This is an optimization exercise on Yosys and OpenROAD, whose aim is small area, a short achievable clock period and few clock cycles per item, not a production implementation.
Function not checked in this run: the RTL went through the layout flow alone.

--- flow/config.mk ---
export PLATFORM = sky130hd
export DESIGN_NAME = mesh_xy_hop_and_die_crossing_counter
export DESIGN_NICKNAME = mesh_xy_hop_and_die_crossing_counter
export VERILOG_FILES = /design/flow/design.v
export SDC_FILE = /design/flow/constraint.sdc
export NUM_CORES = 4
export LEC_CHECK = 0
export CAP_MARGIN = 20
export CORE_MARGIN = 2
export CORE_UTILIZATION = 40
export SLEW_MARGIN = 20
--- flow/run.sh ---
#!/bin/bash
# synth_recipe.tcl (not shown) runs the flow's synth.tcl, then flattens the netlist and writes it again
# the make line also repeats each setting of config.mk as NAME=value (left out here)
make -C /OpenROAD-flow-scripts/flow DESIGN_CONFIG=/design/flow/config.mk WORK_HOME=/design/flow/orfs CLKGATE_MAP_FILE= SYNTH_SCRIPT=/design/flow/synth_recipe.tcl finish
--- flow/design.v ---
package mxhd_pkg;
  localparam int COORD_BITS_DEF = 6;
  localparam int TOTAL_BITS_DEF = 48;
  localparam int STEP_BITS      = 6;
  localparam int TREE_BITS      = 14;
  localparam int VOL_BITS       = 32;
  localparam int CFG_IDX_BITS   = 2;
  localparam int MUL_BITS       = 7;
  localparam logic [STEP_BITS-1:0] STEP_X_RST = STEP_BITS'(4);
  localparam logic [STEP_BITS-1:0] STEP_Y_RST = STEP_BITS'(4);
  localparam logic [CFG_IDX_BITS-1:0] CFG_STEP_X     = 2'd0;
  localparam logic [CFG_IDX_BITS-1:0] CFG_STEP_Y     = 2'd1;
  localparam logic [CFG_IDX_BITS-1:0] CFG_SINGLE_DIE = 2'd2;
endpackage
module mxhd_divider #(
  parameter int COORD_BITS = mxhd_pkg::COORD_BITS_DEF
) (
  input  logic [COORD_BITS-1:0]          dividend,
  input  logic [mxhd_pkg::STEP_BITS-1:0] divisor,
  output logic [COORD_BITS-1:0]          quotient
);
  assign quotient = (divisor == '0) ? '0 : COORD_BITS'(dividend / divisor);
endmodule
module mxhd_sequencer #(
  parameter int COORD_BITS = mxhd_pkg::COORD_BITS_DEF
) (
  input  logic [COORD_BITS-1:0] a,
  input  logic [COORD_BITS-1:0] qa,
  input  logic [COORD_BITS-1:0] b,
  input  logic [COORD_BITS-1:0] qb,
  input  logic                  cr_en,
  output logic [COORD_BITS-1:0] len,
  output logic [COORD_BITS-1:0] cr
);
  logic lt;
  always_comb begin
    lt  = (a < b);
    len = lt ? (b - a) : (a - b);
    cr  = !cr_en ? '0 : (lt ? (qb - qa) : (qa - qb));
  end
endmodule
module mxhd_datapath #(
  parameter int TOTAL_BITS = mxhd_pkg::TOTAL_BITS_DEF
) (
  input  logic [TOTAL_BITS-1:0]                total,
  input  logic [mxhd_pkg::MUL_BITS-1:0]        amount,
  input  logic [mxhd_pkg::VOL_BITS-1:0]        volume,
  input  logic                                 shift,
  output logic [TOTAL_BITS-1:0]                result,
  output logic                                 ovf
);
  localparam int MB = mxhd_pkg::MUL_BITS;
  localparam int PB = MB + mxhd_pkg::VOL_BITS;
  logic [PB-1:0]         prod;
  logic [TOTAL_BITS-1:0] addend;
  logic [TOTAL_BITS:0]   sum;
  always_comb begin
    prod   = PB'(amount) * PB'(volume);
    addend = shift ? TOTAL_BITS'({prod, {MB{1'b0}}}) : TOTAL_BITS'(prod);
    sum    = {1'b0, total} + {1'b0, addend};
    ovf    = sum[TOTAL_BITS];
    result = ovf ? {TOTAL_BITS{1'b1}} : sum[TOTAL_BITS-1:0];
  end
endmodule
module mesh_xy_hop_and_die_crossing_counter #(
  parameter int COORD_BITS = mxhd_pkg::COORD_BITS_DEF,
  parameter int TOTAL_BITS = mxhd_pkg::TOTAL_BITS_DEF
) (
  input  logic                              clk,
  input  logic                              rst_n,
  input  logic                              in_valid,
  output logic                              in_stall,
  input  logic                              in_operation,
  input  logic [COORD_BITS-1:0]             in_src_x,
  input  logic [COORD_BITS-1:0]             in_src_y,
  input  logic [COORD_BITS-1:0]             in_dest_x,
  input  logic [COORD_BITS-1:0]             in_dest_y,
  input  logic [mxhd_pkg::VOL_BITS-1:0]     in_volume,
  input  logic                              in_last_dest,
  output logic                              out_valid,
  input  logic                              out_stall,
  output logic [TOTAL_BITS-1:0]             out_onchip_hops_total,
  output logic [TOTAL_BITS-1:0]             out_crossing_hops_total,
  output logic                              out_saturated,
  input  logic                              cfg_valid,
  output logic                              cfg_ready,
  input  logic [mxhd_pkg::CFG_IDX_BITS-1:0] cfg_index,
  input  logic [mxhd_pkg::STEP_BITS-1:0]    cfg_data
);
  localparam int CB = COORD_BITS;
  localparam int SB = mxhd_pkg::STEP_BITS;
  localparam int TB = mxhd_pkg::TREE_BITS;
  localparam int VB = mxhd_pkg::VOL_BITS;
  localparam int MB = mxhd_pkg::MUL_BITS;
  logic [SB-1:0] step_x_r, step_y_r;
  logic          single_die_r;
  assign cfg_ready = 1'b1;
  always_ff @(posedge clk) begin
    if (!rst_n) begin
      step_x_r     <= mxhd_pkg::STEP_X_RST;
      step_y_r     <= mxhd_pkg::STEP_Y_RST;
      single_die_r <= 1'b0;
    end else if (cfg_valid) begin
      case (cfg_index)
        mxhd_pkg::CFG_STEP_X:     step_x_r     <= cfg_data;
        mxhd_pkg::CFG_STEP_Y:     step_y_r     <= cfg_data;
        mxhd_pkg::CFG_SINGLE_DIE: single_die_r <= cfg_data[0];
        default: begin
        end
      endcase
    end
  end
  logic hold, adv;
  logic out_valid_r;
  logic r1_v, r1_need2, p2_r;
  assign hold     = out_valid_r && out_stall;
  assign adv      = !hold && !(r1_v && r1_need2 && !p2_r);
  assign in_stall = !adv;
  logic [CB-1:0] qsx_in, qdx_in, qsy_in, qdy_in;
  mxhd_divider #(.COORD_BITS(CB)) u_dsx (.dividend(in_src_x),  .divisor(step_x_r), .quotient(qsx_in));
  mxhd_divider #(.COORD_BITS(CB)) u_ddx (.dividend(in_dest_x), .divisor(step_x_r), .quotient(qdx_in));
  mxhd_divider #(.COORD_BITS(CB)) u_dsy (.dividend(in_src_y),  .divisor(step_y_r), .quotient(qsy_in));
  mxhd_divider #(.COORD_BITS(CB)) u_ddy (.dividend(in_dest_y), .divisor(step_y_r), .quotient(qdy_in));
  logic          a_v, a_op, a_last;
  logic [CB-1:0] a_sx, a_sy, a_dx, a_dy, a_qsx, a_qsy, a_qdx, a_qdy;
  logic [VB-1:0] a_vol;
  always_ff @(posedge clk) begin
    if (!rst_n) begin
      a_v <= 1'b0;
    end else if (adv) begin
      a_v <= in_valid;
    end
  end
  always_ff @(posedge clk) begin
    if (adv) begin
      a_op   <= in_operation;
      a_last <= in_last_dest;
      a_sx   <= in_src_x;
      a_sy   <= in_src_y;
      a_dx   <= in_dest_x;
      a_dy   <= in_dest_y;
      a_qsx  <= qsx_in;
      a_qsy  <= qsy_in;
      a_qdx  <= qdx_in;
      a_qdy  <= qdy_in;
      a_vol  <= in_volume;
    end
  end
  logic cren_xu, cren_yu, cren_xm, cren_ym;
  assign cren_xu = (step_x_r != '0);
  assign cren_yu = (step_y_r != '0);
  assign cren_xm = cren_xu && !single_die_r;
  assign cren_ym = cren_yu && !single_die_r;
  logic [CB-1:0] ux_len, ux_cr, uy_len, uy_cr;
  mxhd_sequencer #(.COORD_BITS(CB)) u_sux (
    .a(a_sx), .qa(a_qsx), .b(a_dx), .qb(a_qdx), .cr_en(cren_xu), .len(ux_len), .cr(ux_cr));
  mxhd_sequencer #(.COORD_BITS(CB)) u_suy (
    .a(a_sy), .qa(a_qsy), .b(a_dy), .qb(a_qdy), .cr_en(cren_yu), .len(uy_len), .cr(uy_cr));
  logic [TB-1:0] u_on, u_cr;
  always_comb begin
    u_cr = TB'(ux_cr) + TB'(uy_cr);
    u_on = TB'(ux_len) + TB'(uy_len) - u_cr;
  end
  logic          in_run_r;
  logic [CB-1:0] first_x_r, qfirst_x_r, col_x_r, cmy_r, qcmy_r, py_r, qpy_r;
  logic [TB-1:0] tree_h_r, tree_c_r;
  logic          newrun, newcol;
  logic [CB-1:0] a_lo, a_qlo, a_hi, a_qhi;
  logic [CB-1:0] cmy_n, qcmy_n, fx_n, qfx_n;
  logic [CB-1:0] b_lo, b_qlo, c_lo, c_qlo, c_hi, c_qhi;
  logic [CB-1:0] a_len, a_cr, b_len, b_cr, c_len, c_cr;
  logic [TB:0]   sum_h, sum_c;
  logic [TB-1:0] tree_h_n, tree_c_n;
  logic          tree_ovf;
  always_comb begin
    newrun = !in_run_r;
    newcol = in_run_r && (a_dx != col_x_r);
    a_lo  = (a_sy < cmy_r) ? a_sy  : cmy_r;
    a_qlo = (a_sy < cmy_r) ? a_qsy : qcmy_r;
    a_hi  = (a_sy > py_r)  ? a_sy  : py_r;
    a_qhi = (a_sy > py_r)  ? a_qsy : qpy_r;
    a_len = a_hi - a_lo;
    a_cr  = cren_ym ? (a_qhi - a_qlo) : '0;
    cmy_n  = (newrun || newcol) ? a_dy  : cmy_r;
    qcmy_n = (newrun || newcol) ? a_qdy : qcmy_r;
    fx_n   = newrun ? a_dx  : first_x_r;
    qfx_n  = newrun ? a_qdx : qfirst_x_r;
    b_lo  = (a_sy < cmy_n) ? a_sy  : cmy_n;
    b_qlo = (a_sy < cmy_n) ? a_qsy : qcmy_n;
    b_len = ((a_sy > a_dy) ? a_sy  : a_dy)  - b_lo;
    b_cr  = cren_ym ? (((a_sy > a_dy) ? a_qsy : a_qdy) - b_qlo) : '0;
    c_lo  = (a_sx < fx_n)  ? a_sx  : fx_n;
    c_qlo = (a_sx < fx_n)  ? a_qsx : qfx_n;
    c_hi  = (a_sx > a_dx)  ? a_sx  : a_dx;
    c_qhi = (a_sx > a_dx)  ? a_qsx : a_qdx;
    c_len = c_hi - c_lo;
    c_cr  = cren_xm ? (c_qhi - c_qlo) : '0;
    sum_h = (newrun ? (TB + 1)'(0) : (TB + 1)'(tree_h_r))
          + (newcol ? (TB + 1)'(a_len - a_cr) : (TB + 1)'(0))
          + (a_last ? (TB + 1)'(b_len - b_cr) + (TB + 1)'(c_len - c_cr) : (TB + 1)'(0));
    sum_c = (newrun ? (TB + 1)'(0) : (TB + 1)'(tree_c_r))
          + (newcol ? (TB + 1)'(a_cr) : (TB + 1)'(0))
          + (a_last ? (TB + 1)'(b_cr) + (TB + 1)'(c_cr) : (TB + 1)'(0));
    tree_h_n = sum_h[TB] ? {TB{1'b1}} : sum_h[TB-1:0];
    tree_c_n = sum_c[TB] ? {TB{1'b1}} : sum_c[TB-1:0];
    tree_ovf = sum_h[TB] || sum_c[TB];
  end
  always_ff @(posedge clk) begin
    if (!rst_n) begin
      in_run_r <= 1'b0;
    end else if (adv && a_v && a_op) begin
      in_run_r <= !a_last;
    end
  end
  always_ff @(posedge clk) begin
    if (adv && a_v && a_op) begin
      first_x_r  <= fx_n;
      qfirst_x_r <= qfx_n;
      col_x_r    <= a_dx;
      cmy_r      <= cmy_n;
      qcmy_r     <= qcmy_n;
      py_r       <= a_dy;
      qpy_r      <= a_qdy;
      tree_h_r   <= tree_h_n;
      tree_c_r   <= tree_c_n;
    end
  end
  logic [VB-1:0] r1_vol;
  logic [TB-1:0] r1_on, r1_cr, amt_on, amt_cr;
  logic          r1_ovf;
  always_comb begin
    if (a_op) begin
      amt_on = a_last ? tree_h_n : '0;
      amt_cr = a_last ? tree_c_n : '0;
    end else begin
      amt_on = u_on;
      amt_cr = u_cr;
    end
  end
  always_ff @(posedge clk) begin
    if (!rst_n) begin
      r1_v <= 1'b0;
    end else if (adv) begin
      r1_v <= a_v;
    end
  end
  always_ff @(posedge clk) begin
    if (adv) begin
      r1_vol   <= a_vol;
      r1_on    <= amt_on;
      r1_cr    <= amt_cr;
      r1_ovf   <= a_op && tree_ovf;
      r1_need2 <= (amt_on[TB-1:MB] != '0) || (amt_cr[TB-1:MB] != '0);
    end
  end
  logic [TOTAL_BITS-1:0] onchip_r, cross_r, onchip_n, cross_n;
  logic                  sat_r, ovf_on, ovf_cr;
  mxhd_datapath #(.TOTAL_BITS(TOTAL_BITS)) u_mac_on (
    .total  (onchip_r),
    .amount (p2_r ? r1_on[TB-1:MB] : r1_on[MB-1:0]),
    .volume (r1_vol),
    .shift  (p2_r),
    .result (onchip_n),
    .ovf    (ovf_on)
  );
  mxhd_datapath #(.TOTAL_BITS(TOTAL_BITS)) u_mac_cr (
    .total  (cross_r),
    .amount (p2_r ? r1_cr[TB-1:MB] : r1_cr[MB-1:0]),
    .volume (r1_vol),
    .shift  (p2_r),
    .result (cross_n),
    .ovf    (ovf_cr)
  );
  always_ff @(posedge clk) begin
    if (!rst_n) begin
      onchip_r    <= '0;
      cross_r     <= '0;
      sat_r       <= 1'b0;
      out_valid_r <= 1'b0;
      p2_r        <= 1'b0;
    end else if (!hold) begin
      if (r1_v) begin
        onchip_r <= onchip_n;
        cross_r  <= cross_n;
        if (ovf_on || ovf_cr || r1_ovf) begin
          sat_r <= 1'b1;
        end
        if (r1_need2 && !p2_r) begin
          p2_r        <= 1'b1;
          out_valid_r <= 1'b0;
        end else begin
          p2_r        <= 1'b0;
          out_valid_r <= 1'b1;
        end
      end else begin
        out_valid_r <= 1'b0;
      end
    end
  end
  assign out_valid               = out_valid_r;
  assign out_onchip_hops_total   = onchip_r;
  assign out_crossing_hops_total = cross_r;
  assign out_saturated           = sat_r;
endmodule
--- flow/constraint.sdc ---
create_clock -name core_clock -period 8.0 [get_ports {clk}]
set_input_delay 1.6000 -clock core_clock [delete_from_list [all_inputs] [get_ports {clk}]]
set_output_delay 1.6000 -clock core_clock [all_outputs]
set_load 0.01 [all_outputs]
==> summary.txt <==
-- stage by stage --
stage | hold slack [ns] | TNS, ns
after floorplan | 0.400 | -0.823
after global placement | 0.403 | -3.25
after detailed placement | 0.405 | -7.51
after CTS | 0.419 | -1.28
after global routing | 0.422 | -15.51
final | 0.417 | -3.22
-- final timing paths --
path                   from  slack (ns)         end
hold / removal    a_vol[17]        0.42  r1_vol[17]
setup / recovery    a_dx[0]       -0.33    r1_need2
setup reg to reg    a_dx[0]       -0.33    r1_need2
hold reg to reg   a_vol[17]        0.42  r1_vol[17]
-- final cells by class --
cell class	count	area [um2]
Timing Repair Buffer	829	7050
Tap cell	1368	1710
Clock inverter	26	243
Clock buffer	52	1160
Inverter	541	2040
Antenna cell	2	5.00
Sequential cell	329	8730
Fill cell	9580	50100
Multi-Input combinational cell	3699	31000
-- layer usage --
metal	part of all wire	vias to the layer above
li1	-	17600
met1	0.43	17400
met2	0.48	803
met3	0.044	179
met4	0.038	4
met5	0.00026	-
-- what timing repair did --
action / CTS / global route
gates resized for setup: 45 / 217
endpoints found under the setup margin: 80 / 133
cloned: 0 / 6
pin swaps: 18 / 119
setup buffers: 9 / 29
-- worst reg2reg max path: cells and delay by family (launching register included) --
kind,cells,cell delay [ns]
compound gates,17,2.51
xor+xnor,2,0.32
fa+ha+maj,7,2.29
buf+inv,9,0.98
flops,1,0.40
mux,1,0.30
simple gates,7,1.25
-- cells by family (layout without fill, tap and decap cells) --
family	after synthesis	after routing	synth area share
AOI/OAI and AO/OA	1160	1160	0.175
DFF	329	329	0.212
adders and majority gates	801	801	0.306
buffers and inverters	752	1448	0.0692
other	1	3	0.0000909
and+or+nand+nor	1346	1346	0.149
xor gates and xnor gates	258	258	0.0548
muxes	132	133	0.0341
-- sequential cells by signal (all words and copies together) (netlist names), 14 cells and up --
signal and flops:
cross_r 48, onchip_r 48, a_vol 32, r1_vol 32, r1_cr 14, r1_on 14, tree_c_r 14, tree_h_r 14
-- placed cells by master (no fill, tap or decap), types with 109 or more instances in the layout --
cell type and count:
a21o_1 165, a21oi_1 292, buf_4 615, clkdlybuf4s50_1 168
dfxtp_1 113, edfxtp_1 214, fa_1 341, ha_1 432
inv_1 528, nand2_1 656, nor2_1 203, nor2b_1 109
o21ai_0 221, xnor2_1 142
==> key figures <==
Synth
  – Ys async rst share: 0
  – Main synth FF type: edfxtp_1
  – Post-synth top area cell: fa_1
  – Synth top area cells: fa_1, edfxtp_1, ha_1, nand2_1, dfxtp_1
  – Library cells used by synthesis: 86
  – Top cell type's share of synthesized area: 0.169
  – YS warnings: 3
  – Most common cell in the netlist: nand2_1
  – Seq/Total Area, Yosys: 0.212
  – Post-synth top cells: nand2_1, inv_1, ha_1
  – Cells after Synth: 4779
  – Netlist Area Pre-Place: 41300 um2
  – Register bit total from synthesis: 329
  – Number of flops mapped to enable cells by yosys: 214
  – Syn Area/Cell: 8.63 um2
  – Mapped Nets: 5651

Placed design
  – GP Congestion: 0.923
  – Port bufs: 169
  – Area after DPL: 48900 um2
  – Placed Cells: 6723
  – Detailed-placement wirelength estimate: 99.7 mm
  – Pre-CTS setup slack: -0.390 ns

Global route
  – Grt ovf: 0
  – Met2 usage: 0.399
  – M3 GR Usage: 0.0233
  – Met1 Track Usage GR: 0.298
  – GRT Overall Usage: 0.231
  – Global-route wire length before repair: 195 mm
  – Layer with the highest usage: met2
  – Largest net degree at the start of global routing: 88
  – Number of global-route vias before repair: 35900
  – Antenna violations before repair: 3

Setup path
  – CP endpoint kind: register
  – Data arrival, critical path: 8.68 ns
  – Worst Path Buf+Inv: 9
  – Max stage delay on crit path: 0.55 ns
  – CP Depth: 43
  – Most used cell, CP: a21o_1
  – Nature of the critical path startpoint: register
  – Crit path max-delay family: compound AO/OA/AOI/OAI gates
  – WP data required: 8.35 ns
  – Worst-path fanout max: 8
  – CP max stage cell: fa_1
  – Worst R2R Path Depth: 43
  – Setup CP Type: reg2reg

Floorplanning
  – Die area: 106000 um2
  – Die Height: 325 um
  – Rows: 117
  – Io pins: 171
  – Initial Utilization: 0.404
  – Core area: 102000 um2
  – Die Width: 325 um

Finish
  – Final net count: 6315
  – Share of post-route cells with drive strength above 1: 0.186
  – Post-layout util: 0.509
  – Syn-to-layout area delta: 25.8%
  – Final std cells w/o fill: 6846
  – Post-route cell area: 51900 um2

Route
  – DRC viols: 0
  – WL/cell: 18.3 um
  – Drt pass-1 iters: 5
  – DR iter-0 viols: 1873
  – Vias after detailed routing: 36000
  – Vias per cell: 5.26
  – Antenna Violating Nets Remaining: 0
  – Final WL: 125 mm

STA
  – RSZ-0062 raised after global routing: true
  – Final Max Tran Viols: 0
  – # setup viols final: 23
  – Final setup margin: -0.335 ns
  – Final min period: 8.33 ns
  – Period utilization: 1.04
  – Worst Skew: 0.0195 ns
  – Worst slew pin tran: 0.969 ns
  – Max_slew headroom: 0.352
  – Final Hold Vio Count: 0
  – FMAX: 120 MHz

Clock tree
  – Clock root buffer: clkbuf_16
  – Number of CTS-inserted buffers: 43
  – Total clock sinks: 329
  – Reg clk slew, reported paths: 0.06 ns
  – Clk Latency, worst-skew pair: 0.63 ns
  – Clock H-tree levels: 2
  – CTS tree: yes
  – CTS Buffer Depth: 3
  – Post-CTS Hold Buffers: 0

Status
  – Layout Check Fails: negative setup slack
  – Status: finished with violations

Min path
  – Hold crit path type: reg2reg
  – Hold Crit Depth: 0

Job
  – Max-cap violations: 0

[static timing again, ports no longer ideal]
In the flow no input, the clock included, has a driving cell. The finished layout below was timed again as built, in two steps.
Step 1 (the two cells are an assumption about what drives the block):
set clk [get_ports {clk}]
set_driving_cell -lib_cell sky130_fd_sc_hd__clkbuf_16 $clk
set_driving_cell -lib_cell sky130_fd_sc_hd__buf_2 [delete_from_list [all_inputs] $clk]
Step 2 times the ports against the registers' clock, not the clock port: input delays grow and output delays shrink by t, the midpoint of the rising clock arrivals with the driver on.
Slacks: ideal / step 1 / step 2; pairs: ideal / step 1.
shift t [ns]: 0.694
slack for setup (ns): -0.335 / -0.335 / -0.335
worst setup path at the end: register to register
worst data-port slew with drivers (ns): 0.09
pins driven straight from the clock port: 1
For this run, drivers alone change the setup slack by 0.000 ns; drivers and shift together by 0.000 ns.
